What follows belongs to an exercise in optimizing a design on an open flow for small area, a short achievable clock period and few clock cycles per item; a production flow would make more cautious choices.
At most, simulation tests tie the RTL to the original design; equivalence was not proved.

## main
==> flow/design.v <==
package cne_pkg;
    localparam int NUM_TAGS = 6;
    localparam int MAX_BYTES = 9;
    localparam logic [2:0] REG_TAG_ZERO     = 3'd0;
    localparam logic [2:0] REG_TAG_ONE      = 3'd1;
    localparam logic [2:0] REG_TAG_INTEGER  = 3'd2;
    localparam logic [2:0] REG_TAG_HALF     = 3'd3;
    localparam logic [2:0] REG_TAG_SINGLE   = 3'd4;
    localparam logic [2:0] REG_TAG_DOUBLE   = 3'd5;
    typedef struct packed {
        logic [7:0] zero;
        logic [7:0] one;
        logic [7:0] integ;
        logic [7:0] half;
        logic [7:0] single;
        logic [7:0] dbl;
    } t_tags;
endpackage
module cne_front (
    input  logic                i_func,
    input  logic [31:0]         i_int_value,
    input  logic [63:0]         i_real_bits,
    input  logic                i_is_double,
    input  cne_pkg::t_tags      i_tags,
    output logic [7:0]          o_byte0,
    output logic [63:0]         o_pay,
    output logic [3:0]          o_rem,
    output logic                o_cy,
    output logic                o_inv
);
    logic        s;
    logic [10:0] e;
    logic [51:0] m;
    assign s = i_real_bits[63];
    assign e = i_real_bits[62:52];
    assign m = i_real_bits[51:0];
    logic        neg;
    logic [3:0]  lo4;
    logic        lt4, lt12, lt20, lt28;
    logic [2:0]  n0;
    assign neg = i_int_value[31];
    assign lo4 = (i_int_value[3:0] ^ {4{neg}}) + {3'd0, neg};
    assign lt4  = neg ? (&i_int_value[31:4]  & |i_int_value[3:0])  : ~|i_int_value[31:4];
    assign lt12 = neg ? (&i_int_value[31:12] & |i_int_value[11:0]) : ~|i_int_value[31:12];
    assign lt20 = neg ? (&i_int_value[31:20] & |i_int_value[19:0]) : ~|i_int_value[31:20];
    assign lt28 = neg ? (&i_int_value[31:28] & |i_int_value[27:0]) : ~|i_int_value[31:28];
    assign n0 = lt4 ? 3'd0 : lt12 ? 3'd1 : lt20 ? 3'd2 : lt28 ? 3'd3 : 3'd4;
    logic [51:0] mk_int, mk_half, mk_sub, mk_st;
    logic [61:0] ones;
    assign ones = '1;
    assign mk_int  = e[10] ? 52'(ones[50:0] >> e[4:0]) : '1;
    assign mk_half = e[10] ? 52'(ones[49:0] >> e[4:0]) : {~e[0], 51'h7ffffffffffff};
    assign mk_sub  = e[5] ? 52'(ones[61:0] >> e[4:0]) : 52'h0003fffffff;
    assign mk_st   = e[5] ? 52'(ones[60:0] >> e[4:0]) : 52'h0001fffffff;
    logic fz_int, fz_half, fz_sub, st_sub;
    assign fz_int  = ~|(m & mk_int);
    assign fz_half = ~|(m & mk_half);
    assign fz_sub  = ~|(m & mk_sub);
    assign st_sub  = |(m & mk_st);
    logic        int_mode;
    logic [5:0]  amt;
    logic [32:0] y;
    assign int_mode = (e >= 11'd1022);
    assign amt = (int_mode ? 6'd30 : 6'd9) - e[5:0];
    assign y = {1'b1, m[51:20]} >> amt;
    logic        e_max, nrm, ovf, sub;
    logic [30:0] f_pre;
    logic        rup, exact;
    assign e_max = &e;
    assign nrm = (e >= 11'd897) && (e <= 11'd1150);
    assign ovf = (e >= 11'd1151) && !e_max;
    assign sub = (e >= 11'd872) && (e <= 11'd896);
    always_comb begin
        f_pre = 31'd0;
        rup = 1'b0;
        exact = 1'b0;
        if (e_max) begin
            f_pre = {8'hff, |m, m[50:29]};
            exact = ~|m;
        end else if (nrm) begin
            f_pre = {~e[7], e[6:0], m[51:29]};
            rup = m[28] & ((|m[27:0]) | m[29]);
            exact = ~|m[28:0];
        end else if (ovf) begin
            f_pre = {8'hff, 23'd0};
        end else if (sub) begin
            f_pre = {8'd0, y[23:1]};
            rup = y[0] & (st_sub | y[1]);
            exact = fz_sub && (e >= 11'd874);
        end
    end
    logic        w8, zero, one, int_f, half_f;
    logic [31:0] mag;
    logic [2:0]  nh;
    assign w8 = i_is_double & ~exact;
    assign zero = ~|i_real_bits[62:0];
    assign one = (i_real_bits == 64'h3ff0000000000000);
    assign int_f = (e >= 11'd1023) && (e <= 11'd1053) && fz_int
                   && ((e <= 11'd1042) || w8);
    assign half_f = (e >= 11'd1022) && (e <= 11'd1052) && !(fz_int && e[10:0] != 11'd1022) && fz_half
                    && ((e <= 11'd1041) || w8);
    assign mag = half_f ? y[31:0] : y[32:1];
    always_comb begin
        logic [10:0] et;
        et = half_f ? e + 11'd1 : e;
        nh = (et < 11'd1027) ? 3'd0 : (et < 11'd1035) ? 3'd1 : (et < 11'd1043) ? 3'd2
           : (et < 11'd1051) ? 3'd3 : 3'd4;
    end
    always_comb begin
        o_pay = i_real_bits;
        o_cy = 1'b0;
        o_inv = 1'b0;
        if (!i_func) begin
            o_byte0 = {~neg, n0, lo4};
            o_pay[31:0] = {{4{neg}}, i_int_value[31:4]};
            o_rem = {1'b0, n0};
            o_cy = neg & ~|i_int_value[3:0];
            o_inv = neg;
        end else if (zero) begin
            o_byte0 = i_tags.zero;
            o_rem = 4'd0;
        end else if (one) begin
            o_byte0 = i_tags.one;
            o_rem = 4'd0;
        end else if (int_f || half_f) begin
            o_byte0 = half_f ? i_tags.half : i_tags.integ;
            o_pay[39:0] = {4'd0, mag[31:4], ~s, nh, mag[3:0]};
            o_rem = {1'b0, nh} + 4'd1;
        end else if (!w8) begin
            o_byte0 = i_tags.single;
            o_pay[31:0] = {s, f_pre};
            o_rem = 4'd4;
            o_cy = rup;
        end else begin
            o_byte0 = i_tags.dbl;
            o_rem = 4'd8;
        end
    end
endmodule
module cne_back (
    input  logic           i_clk,
    input  logic           i_rst_n,
    input  logic           i_acc,
    input  logic [7:0]     i_byte0,
    input  logic [63:0]    i_pay,
    input  logic [3:0]     i_rem,
    input  logic           i_cy,
    input  logic           i_inv,
    output logic           o_busy,
    output logic           o_strobe,
    output logic [7:0]     o_out_byte,
    output logic           o_last_byte
);
    logic [63:0] r_sh;
    logic [3:0]  r_rem;
    logic        r_cy;
    logic        r_inv;
    logic [7:0]  x;
    assign o_busy = (r_rem != 4'd0);
    assign x = r_sh[7:0] ^ {8{r_inv}};
    always_ff @(posedge i_clk) begin
        if (!i_rst_n) begin
            r_rem <= 4'd0;
            o_strobe <= 1'b0;
        end else if (i_acc) begin
            r_rem <= i_rem;
            o_strobe <= 1'b1;
        end else begin
            if (r_rem != 4'd0) r_rem <= r_rem - 4'd1;
            o_strobe <= (r_rem != 4'd0);
        end
    end
    always_ff @(posedge i_clk) begin
        if (i_acc) begin
            o_out_byte <= i_byte0;
            o_last_byte <= (i_rem == 4'd0);
            r_sh <= i_pay;
            r_cy <= i_cy;
            r_inv <= i_inv;
        end else begin
            o_out_byte <= x + {7'd0, r_cy};
            o_last_byte <= (r_rem == 4'd1);
            r_sh <= {r_sh[63:56], r_sh[63:8]};
            r_cy <= r_cy & (&x);
        end
    end
endmodule
module compact_number_encoder (
    input  logic                i_clk,
    input  logic                i_rst_n,
    input  logic                start,
    output logic                busy,
    input  logic                i_func,
    input  logic signed [31:0]  i_int_value,
    input  logic [63:0]         i_real_bits,
    input  logic                i_is_double,
    output logic                o_strobe,
    output logic [7:0]          o_out_byte,
    output logic                o_last_byte,
    input  logic                psel,
    input  logic                penable,
    input  logic                pwrite,
    input  logic [4:0]          paddr,
    input  logic [31:0]         pwdata,
    output logic [31:0]         prdata,
    output logic                pready
);
    cne_pkg::t_tags r_tags;
    logic [7:0]     byte0;
    logic [63:0]    pay;
    logic [3:0]     rem;
    logic           cy, inv;
    assign pready = 1'b1;
    always_ff @(posedge i_clk) begin
        if (!i_rst_n) begin
            r_tags <= {8'd0, 8'd1, 8'd2, 8'd3, 8'd4, 8'd5};
        end else if (psel && penable && pwrite) begin
            case (paddr[4:2])
                cne_pkg::REG_TAG_ZERO:    r_tags.zero   <= pwdata[7:0];
                cne_pkg::REG_TAG_ONE:     r_tags.one    <= pwdata[7:0];
                cne_pkg::REG_TAG_INTEGER: r_tags.integ  <= pwdata[7:0];
                cne_pkg::REG_TAG_HALF:    r_tags.half   <= pwdata[7:0];
                cne_pkg::REG_TAG_SINGLE:  r_tags.single <= pwdata[7:0];
                cne_pkg::REG_TAG_DOUBLE:  r_tags.dbl    <= pwdata[7:0];
                default: ;
            endcase
        end
    end
    always_comb begin
        case (paddr[4:2])
            cne_pkg::REG_TAG_ZERO:    prdata = {24'd0, r_tags.zero};
            cne_pkg::REG_TAG_ONE:     prdata = {24'd0, r_tags.one};
            cne_pkg::REG_TAG_INTEGER: prdata = {24'd0, r_tags.integ};
            cne_pkg::REG_TAG_HALF:    prdata = {24'd0, r_tags.half};
            cne_pkg::REG_TAG_SINGLE:  prdata = {24'd0, r_tags.single};
            cne_pkg::REG_TAG_DOUBLE:  prdata = {24'd0, r_tags.dbl};
            default:                  prdata = 32'd0;
        endcase
    end
    cne_front u_front (
        .i_func      (i_func),
        .i_int_value (i_int_value),
        .i_real_bits (i_real_bits),
        .i_is_double (i_is_double),
        .i_tags      (r_tags),
        .o_byte0     (byte0),
        .o_pay       (pay),
        .o_rem       (rem),
        .o_cy        (cy),
        .o_inv       (inv)
    );
    cne_back u_back (
        .i_clk       (i_clk),
        .i_rst_n     (i_rst_n),
        .i_acc       (start && !busy),
        .i_byte0     (byte0),
        .i_pay       (pay),
        .i_rem       (rem),
        .i_cy        (cy),
        .i_inv       (inv),
        .o_busy      (busy),
        .o_strobe    (o_strobe),
        .o_out_byte  (o_out_byte),
        .o_last_byte (o_last_byte)
    );
endmodule
clock: 9.0 ns
lec_check: 0
cap_margin: 20
core_margin: 2
core_utilization: 40
slew_margin: 20
run.sh (not shown) runs the stock make flow with config.mk's settings and CLKGATE_MAP_FILE= SYNTH_SCRIPT=/design/flow/synth_recipe.tcl, a recipe that flattens the netlist after the stock synthesis.
For the feature branch, these inputs were changed with respect to main:
==> flow/design.v, changed modules only <==
module cne_front (
    input  logic                i_func,
    input  logic [31:0]         i_int_value,
    input  logic [63:0]         i_real_bits,
    input  logic                i_is_double,
    input  cne_pkg::t_tags      i_tags,
    output logic [7:0]          o_byte0,
    output logic [63:0]         o_pay,
    output logic [3:0]          o_rem,
    output logic                o_cy,
    output logic                o_inv
);
    logic        s;
    logic [10:0] e;
    logic [51:0] m;
    assign s = i_real_bits[63];
    assign e = i_real_bits[62:52];
    assign m = i_real_bits[51:0];
    logic        neg;
    logic [3:0]  lo4;
    logic        lt4, lt12, lt20, lt28;
    logic [2:0]  n0;
    assign neg = i_int_value[31];
    assign lo4 = (i_int_value[3:0] ^ {4{neg}}) + {3'd0, neg};
    assign lt4  = neg ? (&i_int_value[31:4]  & |i_int_value[3:0])  : ~|i_int_value[31:4];
    assign lt12 = neg ? (&i_int_value[31:12] & |i_int_value[11:0]) : ~|i_int_value[31:12];
    assign lt20 = neg ? (&i_int_value[31:20] & |i_int_value[19:0]) : ~|i_int_value[31:20];
    assign lt28 = neg ? (&i_int_value[31:28] & |i_int_value[27:0]) : ~|i_int_value[31:28];
    assign n0 = lt4 ? 3'd0 : lt12 ? 3'd1 : lt20 ? 3'd2 : lt28 ? 3'd3 : 3'd4;
    logic        int_mode;
    logic [5:0]  amt;
    logic [32:0] y;
    logic        st;
    assign int_mode = (e >= 11'd1022);
    assign amt = (int_mode ? 6'd30 : 6'd9) - e[5:0];
    always_comb begin
        logic [32:0] x;
        logic        t;
        x = {1'b1, m[51:20]};
        t = |m[19:0];
        if (amt[5]) begin t = t | (|x[31:0]); x = {32'd0, x[32]}; end
        if (amt[4]) begin t = t | (|x[15:0]); x = {16'd0, x[32:16]}; end
        if (amt[3]) begin t = t | (|x[7:0]);  x = {8'd0, x[32:8]}; end
        if (amt[2]) begin t = t | (|x[3:0]);  x = {4'd0, x[32:4]}; end
        if (amt[1]) begin t = t | (|x[1:0]);  x = {2'd0, x[32:2]}; end
        if (amt[0]) begin t = t | x[0];       x = {1'd0, x[32:1]}; end
        y = x;
        st = t;
    end
    logic        e_max, nrm, ovf, sub;
    logic [30:0] f_pre;
    logic        rup, exact;
    assign e_max = &e;
    assign nrm = (e >= 11'd897) && (e <= 11'd1150);
    assign ovf = (e >= 11'd1151) && !e_max;
    assign sub = (e >= 11'd872) && (e <= 11'd896);
    always_comb begin
        f_pre = 31'd0;
        rup = 1'b0;
        exact = 1'b0;
        if (e_max) begin
            f_pre = {8'hff, |m, m[50:29]};
            exact = ~|m;
        end else if (nrm) begin
            f_pre = {~e[7], e[6:0], m[51:29]};
            rup = m[28] & ((|m[27:0]) | m[29]);
            exact = ~|m[28:0];
        end else if (ovf) begin
            f_pre = {8'hff, 23'd0};
        end else if (sub) begin
            f_pre = {8'd0, y[23:1]};
            rup = y[0] & (st | y[1]);
            exact = ~y[0] & ~st;
        end
    end
    logic        w8, zero, one, int_f, half_f;
    logic [31:0] mag;
    logic [5:0]  p;
    logic [2:0]  nh;
    assign w8 = i_is_double & ~exact;
    assign zero = ~|i_real_bits[62:0];
    assign one = (i_real_bits == 64'h3ff0000000000000);
    assign int_f = (e >= 11'd1023) && (e <= 11'd1053) && !y[0] && !st
                   && ((e <= 11'd1042) || w8);
    assign half_f = (e >= 11'd1022) && (e <= 11'd1052) && y[0] && !st
                    && ((e <= 11'd1041) || w8);
    assign mag = y[0] ? y[31:0] : y[32:1];
    assign p = e[5:0] + 6'd1 + {5'd0, y[0]};
    assign nh = (p < 6'd4) ? 3'd0 : (p < 6'd12) ? 3'd1 : (p < 6'd20) ? 3'd2
              : (p < 6'd28) ? 3'd3 : 3'd4;
    always_comb begin
        o_pay = i_real_bits;
        o_cy = 1'b0;
        o_inv = 1'b0;
        if (!i_func) begin
            o_byte0 = {~neg, n0, lo4};
            o_pay[31:0] = {{4{neg}}, i_int_value[31:4]};
            o_rem = {1'b0, n0};
            o_cy = neg & ~|i_int_value[3:0];
            o_inv = neg;
        end else if (zero) begin
            o_byte0 = i_tags.zero;
            o_rem = 4'd0;
        end else if (one) begin
            o_byte0 = i_tags.one;
            o_rem = 4'd0;
        end else if (int_f || half_f) begin
            o_byte0 = y[0] ? i_tags.half : i_tags.integ;
            o_pay[39:0] = {4'd0, mag[31:4], ~s, nh, mag[3:0]};
            o_rem = {1'b0, nh} + 4'd1;
        end else if (!w8) begin
            o_byte0 = i_tags.single;
            o_pay[31:0] = {s, f_pre};
            o_rem = 4'd4;
            o_cy = rup;
        end else begin
            o_byte0 = i_tags.dbl;
            o_rem = 4'd8;
        end
    end
endmodule
Findings:
- Register-to-register slack is lower on main
- [compare] base=main new=the feature branch: minimum hold slack shows no meaningful change; wire length shows a reduction of 20%.
- main → the feature branch: number of global-route vias before repair now smaller, worst supply voltage drop on vdd now larger, clock skew comparable.
- Of the feature branch and main, the lower overall fraction of global-route tracks in use belongs to the feature branch.
- The setup slack of the feature branch was inferior to that of main.
- When the final numbers for the feature branch and main were put side by side, the sequential share of layout area turned out to be smaller in main.
- main vs the feature branch, combinational family with the most area after synthesis: compound AO/OA/AOI/OAI gates vs simple AND/OR/NAND/NOR gates
- Taking main as the reference point, the area growth from synthesis to layout of the feature branch rises by 2.3 points.
Testbench counts of the feature branch, summed over its fixed seeds: cycles 14,725, items 3,200.
Only the layout flow was run in main; the RTL was not checked for function there.

[what the ideal ports hide]
Ports are ideal in the flow. The routed layouts listed here were re-timed in OpenROAD.
Step 1 sets driving cells, clkbuf_16 on the clock port and buf_2 on the other inputs (assumed; they add their load-dependent delay and slew).
Step 2 also shifts input and output timing later by t, the mid clock arrival at the registers, as if the neighbouring blocks saw the same clock.
a / b / c = ideal ports / drivers / drivers and shift; a / b = the first two.
run	t, ns	slack for setup (ns)	worst data-port slew with drivers (ns)	cell pins on the clock port's net
main	0.485	1.777 / 1.807 / 1.322	0.06	1
the feature branch	0.469	0.801 / 0.820 / 0.351	0.05	1
After both steps setup and hold are still met in every run listed. The setup slack of main, which loses most, moves by +0.030 ns with the drivers and by -0.455 ns with both steps.
